Background: an optimization exercise with open tools, aiming at small area, a short achievable clock period and few clock cycles per item. Do not read the settings as production practice. Where RTL was checked, it was by simulation tests only, not by an equivalence proof against the original.

==> v22 <==
Design lbm_macroscopic, start of the top module:
module lbm_macroscopic #(
  parameter int GRID_DIM        = 256,
  parameter int DATA_WIDTH      = 64,
  parameter int FRACTIONAL_BITS = 56,
  parameter int ADDRESS_WIDTH   = $clog2(GRID_DIM),
  parameter int DATA_WIDTH_F    = 9*DATA_WIDTH
) (
  input  logic                     CLOCK_50,
  input  logic                     RESET,
  input  logic                     in_valid,
  output logic                     in_ready,
  input  logic [DATA_WIDTH_F-1:0]  fin,
  input  logic [ADDRESS_WIDTH-1:0] in_addr,
  output logic                     out_valid,
  input  logic                     out_ready,
  output logic [DATA_WIDTH-1:0]    rho,
  output logic [DATA_WIDTH-1:0]    ux,
  output logic [DATA_WIDTH-1:0]    uy,
  output logic [ADDRESS_WIDTH-1:0] out_addr,
  output logic                     div_zero,
  output logic                     sat,
  output logic                     frame_done
);
  localparam logic [ADDRESS_WIDTH-1:0] LAST = ADDRESS_WIDTH'(GRID_DIM-1);
  function automatic [2:0] ctz8(input [7:0] d);
    ctz8 = d[0] ? 3'd0 : d[1] ? 3'd1 : d[2] ? 3'd2 : d[3] ? 3'd3 :
           d[4] ? 3'd4 : d[5] ? 3'd5 : d[6] ? 3'd6 : 3'd7;
  endfunction
  logic       rd_run;       
  logic [3:0] sc;           
  logic       hold_s;       
  logic       vb, vc, vd;   
  logic [3:0] ib, ic, id;   
  logic [1:0] post;         
  logic       full;         
  logic       load;
  ...
==> flow/config.mk <==
export PLATFORM = sky130hd
export DESIGN_NAME = lbm_macroscopic
export DESIGN_NICKNAME = lbm_macroscopic
export VERILOG_FILES = /design/flow/design.v
export SDC_FILE = /design/flow/constraint.sdc
export NUM_CORES = 4
export LEC_CHECK = 0
export CAP_MARGIN = 20
export CORE_MARGIN = 2
export CORE_UTILIZATION = 40
export SETUP_SLACK_MARGIN = 3.8
export SLEW_MARGIN = 20
export TNS_END_PERCENT = 10
==> flow/constraint.sdc <==
create_clock -name core_clock -period 8.0 [get_ports {CLOCK_50}]
set_input_delay 1.6000 -clock core_clock [delete_from_list [all_inputs] [get_ports {CLOCK_50}]]
set_output_delay 1.6000 -clock core_clock [all_outputs]
set_load 0.01 [all_outputs]
standard.sh (not shown) runs the stock make flow with config.mk's settings and CLKGATE_MAP_FILE= SYNTH_SCRIPT=/design/flow/synth_recipe.tcl, a recipe that flattens the netlist after the stock synthesis.
==> flow/flow/run.sh <==
#!/bin/bash
set -euo pipefail
bash standard.sh 'BUFFER_PORTS_ARGS=-buffer_cell sky130_fd_sc_hd__buf_1' finish > make_finish.log 2>&1
==> v12 (differences from v22) <==
--- a/flow/design.v
+++ b/flow/design.v
@@ -26,16 +26,17 @@
     ctz8 = d[0] ? 3'd0 : d[1] ? 3'd1 : d[2] ? 3'd2 : d[3] ? 3'd3 :
            d[4] ? 3'd4 : d[5] ? 3'd5 : d[6] ? 3'd6 : 3'd7;
   endfunction
   logic       rd_run;       
   logic [3:0] sc;           
   logic       hold_s;       
   logic       vb, vc, vd;   
   logic [3:0] ib, ic, id;   
+  logic       fb, fc, fdg;  
   logic [1:0] post;         
   logic       full;         
   logic       load;
   logic [7:0] fd [9];       
   logic [9:0]  r3a, r3b, r3c;   
   logic [10:0] ex, ey;          
   logic [7:0]  mdx, mdy;        
   logic [63:0] rr;          
@@ -61,18 +62,18 @@
   logic [11:0] tx, ty;
   logic [9:0]  t3;
   logic [8:0]  dx, dy;
   logic [7:0]  csub;
   logic [7:0]  r7;
   logic        bz, skipb, dz_s;
   assign dic    = ic[2:0];
   assign did    = id[2:0];
-  assign firstc = dic == 3'd0;
-  assign firstd = did == 3'd0;
+  assign firstc = fc;
+  assign firstd = fdg;
   assign bz     = tf & (t[5:3] != 3'b111);
   always_comb begin
     rs = 12'(r3a) + 12'(r3b) + 12'(r3c) + (firstc ? 12'd0 : 12'(cr));
     tx = ((ic[3] & nx) ? -{ex[10], ex} : {ex[10], ex}) +
          (firstc ? 12'd0 : {{9{cx[2]}}, cx});
     ty = ((ic[3] & ny) ? -{ey[10], ey} : {ey[10], ey}) +
          (firstc ? 12'd0 : {{9{cy[2]}}, cy});
     t3 = 10'(rr[63:56]) + 10'({rr[62:56], firstd ? 1'b0 : rr[55]}) +
@@ -90,26 +91,32 @@
       sc       <= '0;
       in_ready <= 1'b0;
       vb       <= 1'b0;
       vc       <= 1'b0;
       vd       <= 1'b0;
       ib       <= '0;
       ic       <= '0;
       id       <= '0;
+      fb       <= 1'b0;
+      fc       <= 1'b0;
+      fdg      <= 1'b0;
       hold_s   <= 1'b0;
       post     <= '0;
       full     <= 1'b0;
     end else begin
       vb       <= rd_run;
       vc       <= vb;
       vd       <= vc;
       ib       <= sc;
       ic       <= ib;
       id       <= ic;
+      fb       <= sc[2:0] == 3'd0;
+      fc       <= fb;
+      fdg      <= fc;
       in_ready <= rd_run && sc == 4'd14;
       if (rd_run) begin
         sc <= sc + 4'd1;
         if (sc == 4'd15) rd_run <= 1'b0;
       end else if (in_valid && !hold_s) begin
         rd_run <= 1'b1;
       end
       if (rd_run && sc == 4'd15) hold_s <= 1'b1;
==> flow/config.mk (replaced) <==
export PLATFORM = sky130hd
export DESIGN_NAME = lbm_macroscopic
export DESIGN_NICKNAME = lbm_macroscopic
export VERILOG_FILES = /design/flow/design.v
export SDC_FILE = /design/flow/constraint.sdc
export NUM_CORES = 4
export LEC_CHECK = 0
export CAP_MARGIN = 20
export CORE_MARGIN = 2
export CORE_UTILIZATION = 55
export SETUP_SLACK_MARGIN = 4.0
export SLEW_MARGIN = 20
export TNS_END_PERCENT = 10
==> v4 (differences from v22) <==
--- a/flow/design.v
+++ b/flow/design.v
@@ -35,17 +35,16 @@
   logic       full;         
   logic       load;
   logic [7:0] fd [9];       
   logic [9:0]  r3a, r3b, r3c;   
   logic [10:0] ex, ey;          
   logic [7:0]  mdx, mdy;        
   logic [63:0] rr;          
   logic [63:0] r3;          
-  logic [1:0]  r3h;         
   logic [63:0] vx, vy;      
   logic [7:0]  vlox, vloy;  
   logic [3:0]  cr;          
   logic [1:0]  c3;          
   logic [2:0]  cx, cy;      
   logic        bx, by;      
   logic        nx, ny;      
   logic        zx, zy;      
@@ -147,17 +146,16 @@
           nx <= tx[7];
           ny <= ty[7];
         end
       end
     end
     if (vd && !id[3]) begin
       r3 <= {t3[7:0], r3[63:8]};
       c3 <= t3[9:8];
-      if (did == 3'd7) r3h <= t3[9:8];
     end
     if (vd && id[3]) begin
       rr <= {rr[7:0], rr[63:8]};
       vx <= {dx[7:0], vx[63:8]};
       vy <= {dy[7:0], vy[63:8]};
       bx <= dx[8];
       by <= dy[8];
       if (did == 3'd7) begin
@@ -177,75 +175,56 @@
       vloy <= '0;
     end else if (post[1]) begin
       vlox <= vx[7:0];
       vloy <= vy[7:0];
     end
   end
   logic        busy, ov;
   logic [5:0]  cnt;         
-  logic [63:0] dvs;         
-  logic [65:0] d3;          
-  logic [62:0] remx, remy;
-  logic [63:0] ax_q, ay_q;
+  logic [63:0] dvs, d3;     
+  logic [63:0] remx, remy, ax_q, ay_q;
   logic        ngx, ngy, stx, sty, zrx, zry, lq1, lq2;
   logic [5:0]  td;
   logic        fst, lst;
   logic [5:0]  pn1, pn2;
   logic        lb1, lb2;
   logic        sat_x, sat_y, top_x, top_y;
   assign load = full & ~busy & (~ov | out_ready);
   assign sat_x = ~dz_s & gex & (rr[62:57] == 6'd0);
   assign sat_y = ~dz_s & gey & (rr[62:57] == 6'd0);
   assign top_x = skipb & nx & ~(dz_s | zx);
   assign top_y = skipb & ny & ~(dz_s | zy);
   assign fst = cnt == 6'd32;
   assign lst = cnt == 6'd1;
-  function automatic [63:0] sub66(input [65:0] a, input [65:0] b);
-    logic [65:0] g, p, x, bn;
-    bn = ~b;
-    g = a & bn;
-    p = a ^ bn;
-    x = p;
-    g[0] = g[0] | p[0];                   
-    for (int l = 0; l < 7; l++)
-      for (int j = 0; j < 66; j++)
-        if ((j >> l) % 2 == 1) begin
-          g[j] = g[j] | (p[j] & g[((j >> l) << l) - 1]);
-          p[j] = p[j] & p[((j >> l) << l) - 1];
-        end
-    sub66 = {g[65], x[62:0] ^ {g[61:0], 1'b1}};
-  endfunction
-  function automatic [64:0] step2(input [62:0] r, input [63:0] d, input [65:0] d3v,
+  function automatic [65:0] step2(input [63:0] r, input [63:0] d, input [63:0] d3v,
                                   input b1, input b2, input neg, input st,
                                   input zr, input f, input l);
-    logic        ge1, ge2, ge3, q1, q2, o1, o2;
-    logic [65:0] r4;
-    logic [63:0] t1, t2, t3;
-    logic [62:0] rn;
-    r4  = {1'b0, r, b1, b2};
-    t1  = sub66(r4, {2'b0, d});
-    t2  = sub66(r4, {1'b0, d, 1'b0});
-    t3  = sub66(r4, d3v);
-    ge1 = t1[63];
-    ge2 = t2[63];
-    ge3 = t3[63];
-    rn  = ge3 ? t3[62:0] : ge2 ? t2[62:0] : ge1 ? t1[62:0] : r4[62:0];
-    q1  = ge2;
-    q2  = ge1 ^ ge2 ^ ge3;
+    logic        s, ns, s1, q1, q2, o1, o2;
+    logic [63:0] r1, ca, cb, base, r2;
+    s    = r[63];
+    ns   = ~s;
+    r1   = {r[62:0], b1} + (s ? d : ~d) + 64'(ns);
+    s1   = r1[63];
+    base = {r[61:0], b1, b2};
+    ca   = base + (s ? d : ~d3v) + 64'(ns);      
+    cb   = base + (s ? d3v : ~d) + 64'(ns);      
+    r2   = s1 ? cb : ca;
+    q1   = ~s1;
+    q2   = ~r2[63];
     if (st) begin
       o1 = neg ? f : ~f;
       o2 = neg ? l : 1'b1;
     end else begin
       o1 = ~zr & (q1 ^ neg);
       o2 = ~zr & (q2 ^ neg);
     end
-    step2 = {rn, o1, o2};
+    step2 = {r2, o1, o2};
   endfunction
-  logic [64:0] nx2, ny2;
+  logic [65:0] nx2, ny2;
   assign nx2 = step2(remx, dvs, d3, ax_q[63] | (ngx & lq1), ax_q[62] | (ngx & lq2),
                      ngx, stx, zrx, fst, lst);
   assign ny2 = step2(remy, dvs, d3, ay_q[63] | (ngy & lq1), ay_q[62] | (ngy & lq2),
                      ngy, sty, zry, fst, lst);
   assign pn1 = 6'(2*cnt - 6'd3);
   assign pn2 = 6'(2*cnt - 6'd4);
   assign lb1 = (pn1 < 6'd56) & (dvs[pn1] ^ (pn1 > td));
   assign lb2 = (pn2 < 6'd56) & (dvs[pn2] ^ (pn2 > td));
@@ -271,17 +250,17 @@
           end
         end
       end
     end
   end
   always_ff @(posedge CLOCK_50) begin
     if (load) begin
       dvs      <= rr;
-      d3       <= {r3h, r3};
+      d3       <= r3;
       ax_q     <= {vlox, 48'd0, {8{top_x}}};
       ay_q     <= {vloy, 48'd0, {8{top_y}}};
       ngx      <= nx;
       ngy      <= ny;
       stx      <= sat_x;
       sty      <= sat_y;
       zrx      <= dz_s | zx;
       zry      <= dz_s | zy;
@@ -294,16 +273,16 @@
     end else if (busy) begin
       ax_q <= {ax_q[61:0], nx2[1:0]};
       ay_q <= {ay_q[61:0], ny2[1:0]};
       lq1  <= lb1;
       lq2  <= lb2;
     end
   end
   always_ff @(posedge CLOCK_50) begin
-    remx <= load ? vx[62:0] : nx2[64:2];
-    remy <= load ? vy[62:0] : ny2[64:2];
+    remx <= load ? vx : nx2[65:2];
+    remy <= load ? vy : ny2[65:2];
   end
   assign out_valid = ov;
   assign rho = dvs;
   assign ux  = ax_q;
   assign uy  = ay_q;
 endmodule
==> flow/config.mk (replaced) <==
export PLATFORM = sky130hd
export DESIGN_NAME = lbm_macroscopic
export DESIGN_NICKNAME = lbm_macroscopic
export VERILOG_FILES = /design/flow/design.v
export SDC_FILE = /design/flow/constraint.sdc
export NUM_CORES = 4
export LEC_CHECK = 0
export CAP_MARGIN = 20
export CORE_MARGIN = 2
export CORE_UTILIZATION = 40
export SETUP_SLACK_MARGIN = 5
export SLEW_MARGIN = 20
==> qor summary <==
| quantity | v12 | v22 | v4 |
|---|---|---|---|
| Number of nets in the synthesized netlist | 6,634 | 6,658 | 7,307 |
| Filler Cell Count | 8,504 | 13,300 | 13,500 |
| Run status | finished clean | finished clean | finished clean |
| Core region area | 105,000 sq um | 145,000 sq um | 152,000 sq um |
| Start point of the critical path | ngy | dvs[14] | remy[63] |
| Share of the synthesized area in compound gates (AO/OA/AOI/OAI) | 16.6% | 16.7% | 17.2% |
| Met2 Use GR | 58.2% | 52.3% | 52.4% |
| Number of distinct library cells after synthesis | 100 | 95 | 93 |
| Portion of the layout cell area used by non-clock buffers | 7.00% | 7.37% | 12.9% |
| Initial standard-cell utilization of the core | 55.4% | 40.2% | 40.3% |
| Maximum clock frequency | 0.239 GHz | 0.229 GHz | 0.227 GHz |
| Post-layout instance area | 68,300 sq um | 70,100 sq um | 81,400 sq um |
| Count of flip-flops and latches | 897 | 894 | 892 |
| GRT Total Usage | 39.7% | 32.3% | 31.0% |
| Number of vias after detailed routing | 48,300 | 49,100 | 55,000 |
| Post CTS Setup Buffer Count | 74 | 71 | 438 |
| Share of flip-flops with an asynchronous set or reset after synthesis | 4.12% | 3.80% | 3.81% |
| Area of the multi-input gates | 33,400 sq um | 34,000 sq um | 40,300 sq um |
| Met1 Use GR | 50.4% | 38.2% | 35.9% |
| Length in cells of the worst reg-to-reg path | 19 | 16 | 18 |
| Total clock buffers created by CTS | 99 | 102 | 100 |
| Vert. Die Dim | 329 um | 386 um | 396 um |
| Placed inst area | 62,600 sq um | 63,700 sq um | 67,100 sq um |
| Setup slack after placement | 2.33 ns | 2.00 ns | 2.45 ns |
Testbench counts of v12, summed over its fixed seeds: cycles 11,312, items 384.
No functional check of the RTL was part of v22 and v4.

[separate check: timing with driven ports]
The results above use ideal ports. As a check the final layouts listed here were re-extracted and re-timed, cells and wires unchanged. Step 1 (the two cells are an assumption about what drives the block):
set clk [get_ports {CLOCK_50}]
set_driving_cell -lib_cell sky130_fd_sc_hd__clkbuf_16 $clk
set_driving_cell -lib_cell sky130_fd_sc_hd__buf_2 [delete_from_list [all_inputs] $clk]
Step 2 adds t to the input delays and takes it off the output delays; t is the mean of the earliest and latest rising clock arrival at the registers after step 1. Input paths then give back, and output paths get back, about the clock's delay inside the block. Slacks: ideal / step 1 / step 2; pairs: ideal / step 1.
run | t, ns | setup WS [ns] | hold slack, ns | worst data-port slew with drivers (ns) | pins driven straight from the clock port
v22 | 0.825 | 3.641 / 3.641 / 3.588 | 0.350 / 0.350 / 0.350 | 0.44 | 1
v12 | 0.776 | 3.823 / 3.823 / 3.541 | 0.344 / 0.344 / 0.344 | 0.37 | 1
v4 | 0.807 | 3.600 / 3.600 / 3.600 | 0.352 / 0.352 / 0.352 | 0.36 | 1
After both steps setup and hold are still met in every run listed. For v12, which loses most, drivers alone change the setup slack by 0.000 ns; drivers and shift together by -0.282 ns.
